This is an optimization exercise on Yosys and OpenROAD, whose aim is a short achievable clock period and few clock cycles, not a production implementation. RTL that was checked went through simulation tests only; none was proved equivalent to the original. Power is estimated from default activity; no workload was simulated.

==> trial 15 <==
==> flow/design.v (excerpt) <==
module two_stacks_shared_memory (
  input  logic        clk,
  input  logic        rst_n,
  input  logic        start,
  output logic        busy,
  input  logic [34:0] in_item,
  output logic        out_valid,
  output logic [45:0] out_item,
  input  logic        cfg_we,
  input  logic [8:0]  cfg_wdata
);
  localparam int CW = tss_pkg::CW;
  localparam int AW = tss_pkg::AW;
  localparam int DW = tss_pkg::DW;
  tss_pkg::tss_in_t  in_s;
  tss_pkg::tss_out_t out_s;
  logic          rst_q, req_v, cfg_v;
  logic [2:0]    req_type;
  logic [DW-1:0] req_value;
  logic [CW-1:0] cfg_data;
  logic          acc_v, acc_en, acc_we, acc_hit;
  logic [AW-1:0] acc_addr;
  logic [DW-1:0] acc_wdata;
  logic [1:0]    acc_stat;
  logic          st_full, st_e1, st_e2;
  logic [CW-1:0] st_used;
  logic [DW-1:0] ram_rdata;
  logic          dc_v, dc_hit, dc_full, dc_e1, dc_e2;
  logic [1:0]    dc_stat;
  logic [CW-1:0] dc_used;
  ...
==> flow/config.mk <==
export PLATFORM = sky130hd
export DESIGN_NAME = two_stacks_shared_memory
export DESIGN_NICKNAME = two_stacks_shared_memory
export VERILOG_FILES = /design/flow/design.v
export SDC_FILE = /design/flow/constraint.sdc
export NUM_CORES = 8
export LEC_CHECK = 0
export ABC_CLOCK_PERIOD_IN_PS = 3000
export CAP_MARGIN = 20
export CORE_MARGIN = 2
export CORE_UTILIZATION = 62
export CTS_CLUSTER_DIAMETER = 150
export CTS_CLUSTER_SIZE = 25
export PLACE_DENSITY = 0.72
export SLEW_MARGIN = 20
==> flow/constraint.sdc <==
create_clock -name core_clock -period 10.0 [get_ports {clk}]
set_input_delay 2.0000 -clock core_clock [delete_from_list [all_inputs] [get_ports {clk}]]
set_output_delay 2.0000 -clock core_clock [all_outputs]
set_load 0.01 [all_outputs]
standard.sh (not shown) runs the stock make flow with config.mk's settings and CLKGATE_MAP_FILE= SYNTH_SCRIPT=/design/flow/synth_recipe.tcl, a recipe that flattens the netlist after the stock synthesis.
==> flow/flow/run.sh <==
#!/bin/bash
# Own flow: the standard layout (standard.sh), with repair_timing asked
# for extra setup margin so it keeps improving paths past the 10 ns clock.
# make's output goes to make.log; each ORFS step logs under orfs/logs/.
set -euo pipefail
MARGIN=${MARGIN:-6.8}
sed -e "s/\"\${@:-finish}\"/SETUP_SLACK_MARGIN=$MARGIN \"\${@:-finish}\"/" standard.sh > own_standard.sh
grep -q "SETUP_SLACK_MARGIN=$MARGIN" own_standard.sh
bash own_standard.sh > make.log 2>&1
==> trial 86 (differences from trial 15) <==
--- a/flow/design.v
+++ b/flow/design.v
@@ -30,111 +30,74 @@
   } tss_out_t;
 endpackage
 module tss_ram #(
   parameter int WIDTH = 32,
   parameter int DEPTH = 256
 ) (
   input  logic                     clk,
-  input  logic                     en,       
-  input  logic                     we,       
+  input  logic                     we,
   input  logic [$clog2(DEPTH)-1:0] addr,
   input  logic [WIDTH-1:0]         wdata,
-  output logic [WIDTH-1:0]         rdata
+  output logic [WIDTH-1:0]         rdata     
 );
   localparam int GS = 16;
   localparam int NG = DEPTH / GS;
-  localparam int WS = 32;            
-  localparam int NW = DEPTH / WS;
-  logic [GS-1:0]          lo_dec;
-  logic [NG-1:0]          hi_dec;
-  logic [DEPTH-1:0]       sel_r, wsel_r;
-  logic [NW*WIDTH-1:0]    wdata_r;    
   logic [DEPTH*WIDTH-1:0] mem;
-  logic [NG*WIDTH-1:0]    part_d, part_r;
-  for (genvar i = 0; i < GS; i++) begin : g_lo
-    assign lo_dec[i] = addr[3:0] == i;
-  end
-  for (genvar i = 0; i < NG; i++) begin : g_hi
-    assign hi_dec[i] = en && addr[7:4] == i;
-  end
-  always_ff @(posedge clk) begin
-    for (int w = 0; w < DEPTH; w++) begin
-      sel_r[w]  <= hi_dec[w / GS] & lo_dec[w % GS];
-      wsel_r[w] <= we & hi_dec[w / GS] & lo_dec[w % GS];
-    end
-  end
-  for (genvar c = 0; c < NW; c++) begin : g_wd
-    always_ff @(posedge clk) begin
-      if (en && we && addr[7:5] == c) begin
-        wdata_r[c*WIDTH +: WIDTH] <= wdata;
-      end
-    end
-  end
+  logic [NG*WIDTH-1:0]    cand_d, cand_r;
+  logic [3:0]             grp_r;
   for (genvar w = 0; w < DEPTH; w++) begin : g_word
     always_ff @(posedge clk) begin
-      if (wsel_r[w]) begin
-        mem[w*WIDTH +: WIDTH] <= wdata_r[(w/WS)*WIDTH +: WIDTH];
+      if (we && addr == w) begin
+        mem[w*WIDTH +: WIDTH] <= wdata;
       end
     end
   end
-  always_comb begin
-    part_d = '0;
-    for (int g = 0; g < NG; g++) begin
-      for (int j = 0; j < GS; j++) begin
-        part_d[g*WIDTH +: WIDTH] = part_d[g*WIDTH +: WIDTH]
-          | ({WIDTH{sel_r[g*GS+j]}} & mem[(g*GS+j)*WIDTH +: WIDTH]);
-      end
-    end
+  for (genvar g = 0; g < NG; g++) begin : g_grp
+    logic [GS*WIDTH-1:0] row;
+    assign row = mem[g*GS*WIDTH +: GS*WIDTH];
+    assign cand_d[g*WIDTH +: WIDTH] = row[addr[3:0]*WIDTH +: WIDTH];
   end
   always_ff @(posedge clk) begin
-    part_r <= part_d;
-  end
-  always_comb begin
-    rdata = '0;
-    for (int g = 0; g < NG; g++) begin
-      rdata = rdata | part_r[g*WIDTH +: WIDTH];
-    end
+    cand_r <= cand_d;
+    grp_r  <= addr[7:4];
   end
+  assign rdata = cand_r[grp_r*WIDTH +: WIDTH];
 endmodule
 module tss_ctrl (
   input  logic                   clk,
   input  logic                   rst_n,
   input  logic                   start,
   output logic                   busy,
   input  tss_pkg::tss_in_t       in_item,
   input  logic                   cfg_we,
   input  logic [tss_pkg::CW-1:0] cfg_wdata,
-  output logic                   rst_q,
   output logic                   req_v,
   output logic [2:0]             req_type,
   output logic [tss_pkg::DW-1:0] req_value,
   output logic                   cfg_v,
   output logic [tss_pkg::CW-1:0] cfg_data
 );
   assign busy = 1'b0;
   always_ff @(posedge clk) begin
-    rst_q     <= rst_n;
     req_v     <= start & rst_n;
     cfg_v     <= cfg_we & rst_n;
     req_type  <= in_item.req_type;
     req_value <= in_item.push_value;
     cfg_data  <= cfg_wdata;
   end
 endmodule
 module tss_dpath (
   input  logic                   clk,
   input  logic                   rst_n,
-  input  logic                   rst_q,    
   input  logic                   req_v,
   input  logic [2:0]             req_type,
   input  logic [tss_pkg::DW-1:0] req_value,
   input  logic                   cfg_v,
   input  logic [tss_pkg::CW-1:0] cfg_data,
   output logic                   acc_v,
-  output logic                   acc_en,
   output logic                   acc_we,
   output logic                   acc_hit,
   output logic [tss_pkg::AW-1:0] acc_addr,
   output logic [tss_pkg::DW-1:0] acc_wdata,
   output logic [1:0]             acc_stat,
   output logic                   st_full,
   output logic                   st_e1,
@@ -182,15 +145,15 @@
     end else if (cfg_data > CW'(tss_pkg::DEPTH)) begin
       cap_new = CW'(tss_pkg::DEPTH);
     end else begin
       cap_new = cfg_data;
     end
   end
   always_ff @(posedge clk) begin
-    if (!rst_q) begin
+    if (!rst_n) begin
       n1_r   <= '0;
       n2_r   <= '0;
       used_r <= '0;
       room_r <= CW'(tss_pkg::DEPTH);
       cap_r  <= CW'(tss_pkg::DEPTH);
       full_r <= 1'b0;
       e1_r   <= 1'b1;
@@ -240,15 +203,14 @@
         room_r <= room_r + CW'(1);
         full_r <= 1'b0;
       end
     end
   end
   always_ff @(posedge clk) begin
     acc_v     <= req_v & rst_n;
-    acc_en    <= req_v & ~(req_type[2] & req_type[1]);
     acc_we    <= push;
     acc_hit   <= req_v & hit;
     acc_addr  <= addr;
     acc_wdata <= req_value;
     acc_stat  <= stat;
   end
   assign st_full = full_r;
@@ -268,28 +230,25 @@
   input  logic [8:0]  cfg_wdata
 );
   localparam int CW = tss_pkg::CW;
   localparam int AW = tss_pkg::AW;
   localparam int DW = tss_pkg::DW;
   tss_pkg::tss_in_t  in_s;
   tss_pkg::tss_out_t out_s;
-  logic          rst_q, req_v, cfg_v;
+  logic          req_v, cfg_v;
   logic [2:0]    req_type;
   logic [DW-1:0] req_value;
   logic [CW-1:0] cfg_data;
-  logic          acc_v, acc_en, acc_we, acc_hit;
+  logic          acc_v, acc_we, acc_hit;
   logic [AW-1:0] acc_addr;
   logic [DW-1:0] acc_wdata;
   logic [1:0]    acc_stat;
   logic          st_full, st_e1, st_e2;
   logic [CW-1:0] st_used;
   logic [DW-1:0] ram_rdata;
-  logic          dc_v, dc_hit, dc_full, dc_e1, dc_e2;
-  logic [1:0]    dc_stat;
-  logic [CW-1:0] dc_used;
   logic          rd_v, rd_hit, rd_full, rd_e1, rd_e2;
   logic [1:0]    rd_stat;
   logic [CW-1:0] rd_used;
   logic          res_v, res_full, res_e1, res_e2;
   logic [DW-1:0] res_data;
   logic [1:0]    res_stat;
   logic [CW-1:0] res_used;
@@ -298,32 +257,29 @@
     .clk       (clk),
     .rst_n     (rst_n),
     .start     (start),
     .busy      (busy),
     .in_item   (in_s),
     .cfg_we    (cfg_we),
     .cfg_wdata (cfg_wdata),
-    .rst_q     (rst_q),
     .req_v     (req_v),
     .req_type  (req_type),
     .req_value (req_value),
     .cfg_v     (cfg_v),
     .cfg_data  (cfg_data)
   );
   tss_dpath u_dpath (
     .clk       (clk),
     .rst_n     (rst_n),
-    .rst_q     (rst_q),
     .req_v     (req_v),
     .req_type  (req_type),
     .req_value (req_value),
     .cfg_v     (cfg_v),
     .cfg_data  (cfg_data),
     .acc_v     (acc_v),
-    .acc_en    (acc_en),
     .acc_we    (acc_we),
     .acc_hit   (acc_hit),
     .acc_addr  (acc_addr),
     .acc_wdata (acc_wdata),
     .acc_stat  (acc_stat),
     .st_full   (st_full),
     .st_e1     (st_e1),
@@ -331,37 +287,27 @@
     .st_used   (st_used)
   );
   tss_ram #(
     .WIDTH (DW),
     .DEPTH (tss_pkg::DEPTH)
   ) u_ram (
     .clk   (clk),
-    .en    (acc_en),
     .we    (acc_we),
     .addr  (acc_addr),
     .wdata (acc_wdata),
     .rdata (ram_rdata)
   );
   always_ff @(posedge clk) begin
-    dc_v    <= acc_v & rst_n;
-    dc_hit  <= acc_hit;
-    dc_stat <= acc_stat;
-    dc_full <= st_full;
-    dc_e1   <= st_e1;
-    dc_e2   <= st_e2;
-    dc_used <= st_used;
-  end
-  always_ff @(posedge clk) begin
-    rd_v    <= dc_v & rst_n;
-    rd_hit  <= dc_hit;
-    rd_stat <= dc_stat;
-    rd_full <= dc_full;
-    rd_e1   <= dc_e1;
-    rd_e2   <= dc_e2;
-    rd_used <= dc_used;
+    rd_v    <= acc_v & rst_n;
+    rd_hit  <= acc_hit;
+    rd_stat <= acc_stat;
+    rd_full <= st_full;
+    rd_e1   <= st_e1;
+    rd_e2   <= st_e2;
+    rd_used <= st_used;
   end
   always_ff @(posedge clk) begin
     res_v    <= rd_v & rst_n;
     res_data <= rd_hit ? ram_rdata : '1;
     res_stat <= rd_stat;
     res_full <= rd_full;
     res_e1   <= rd_e1;
==> flow/run.sh (new file) <==
#!/bin/bash
# synth_recipe.tcl (not shown) runs the flow's synth.tcl, then flattens the netlist and writes it again
# the make line also repeats each setting of config.mk as NAME=value (left out here)
make -C /OpenROAD-flow-scripts/flow DESIGN_CONFIG=/design/flow/config.mk WORK_HOME=/design/flow/orfs CLKGATE_MAP_FILE= SYNTH_SCRIPT=/design/flow/synth_recipe.tcl finish
- ABC_CLOCK_PERIOD_IN_PS: 3000 -> unset
- CORE_UTILIZATION: 62 -> 25
- CTS_CLUSTER_DIAMETER: 150 -> unset
- CTS_CLUSTER_SIZE: 25 -> unset
- PLACE_DENSITY: 0.72 -> 0.35
- SYNTH_MEMORY_MAX_BITS: unset -> 16384
removed: flow/flow/run.sh
removed: flow/standard.sh
==> summary.txt <==
Leakage power: trial 86 118 nW; trial 15 110 nW
Floorplan Core Area: trial 86 1310000 um2; trial 15 528000 um2
Post-Synth Adder-Cell Area: trial 86 0.0896%; trial 15 0.0939%
Routability congestion estimate: trial 86 0.709; trial 15 0.884
Total instance count after detailed placement: trial 86 30.6k; trial 15 23.2k
Portion of synthesized cell area occupied by the leading cell type: trial 86 74.6%; trial 15 77.4%
FP Rows: trial 86 421; trial 15 267
Result of the run: trial 86 finished clean; trial 15 failed layout checks
Violated checks: trial 86 -; trial 15 antenna violations
Met1 demand-to-capacity share in global routing: trial 86 23.4%; trial 15 51.1%
RSZ-0062 raised after global routing: trial 86 no; trial 15 yes
Met3 global-route usage: trial 86 2.29%; trial 15 14.4%
Nets in the synthesized netlist: trial 86 13.2k; trial 15 16.5k
Clock Sinks: trial 86 8925; trial 15 9707
Sequential Power Share: trial 86 48.5%; trial 15 67.4%
Crit path setup slack, layout: trial 86 4.82 ns; trial 15 6.33 ns
Area taken by flip-flops and latches: trial 86 261000 um2; trial 15 280000 um2
Testbench counts of trial 86, summed over its fixed seeds: cycles 19,232.
Function not checked in trial 15: the RTL went through the layout flow alone.

## afterwards: timing with drivers on the ports
No port has a modelled driver above. Below, the same layouts with a new extraction and two added sets of constraints.
Step 1: set_driving_cell puts a clkbuf_16 on clk and a buf_2 on each other input, an assumption about the parent block.
Step 2, shift: input delay + t, output delay - t, t = (earliest + latest rising clock arrival at the registers) / 2. This alone moves slack from input paths to output paths.
Three values: no drivers, after step 1, after step 2; two values: the first two.
run	t, ns	setup WS [ns]	hold WS [ns]	worst register clock-pin slew, ns	cell pins on the clock port's net
trial 15	1.196	6.326 / 6.203 / 6.497	0.323 / 0.323 / 0.323	0.11 / 0.11	1
trial 86	1.393	4.820 / 4.820 / 4.820	0.311 / 0.311 / 0.311	0.07 / 0.07	1
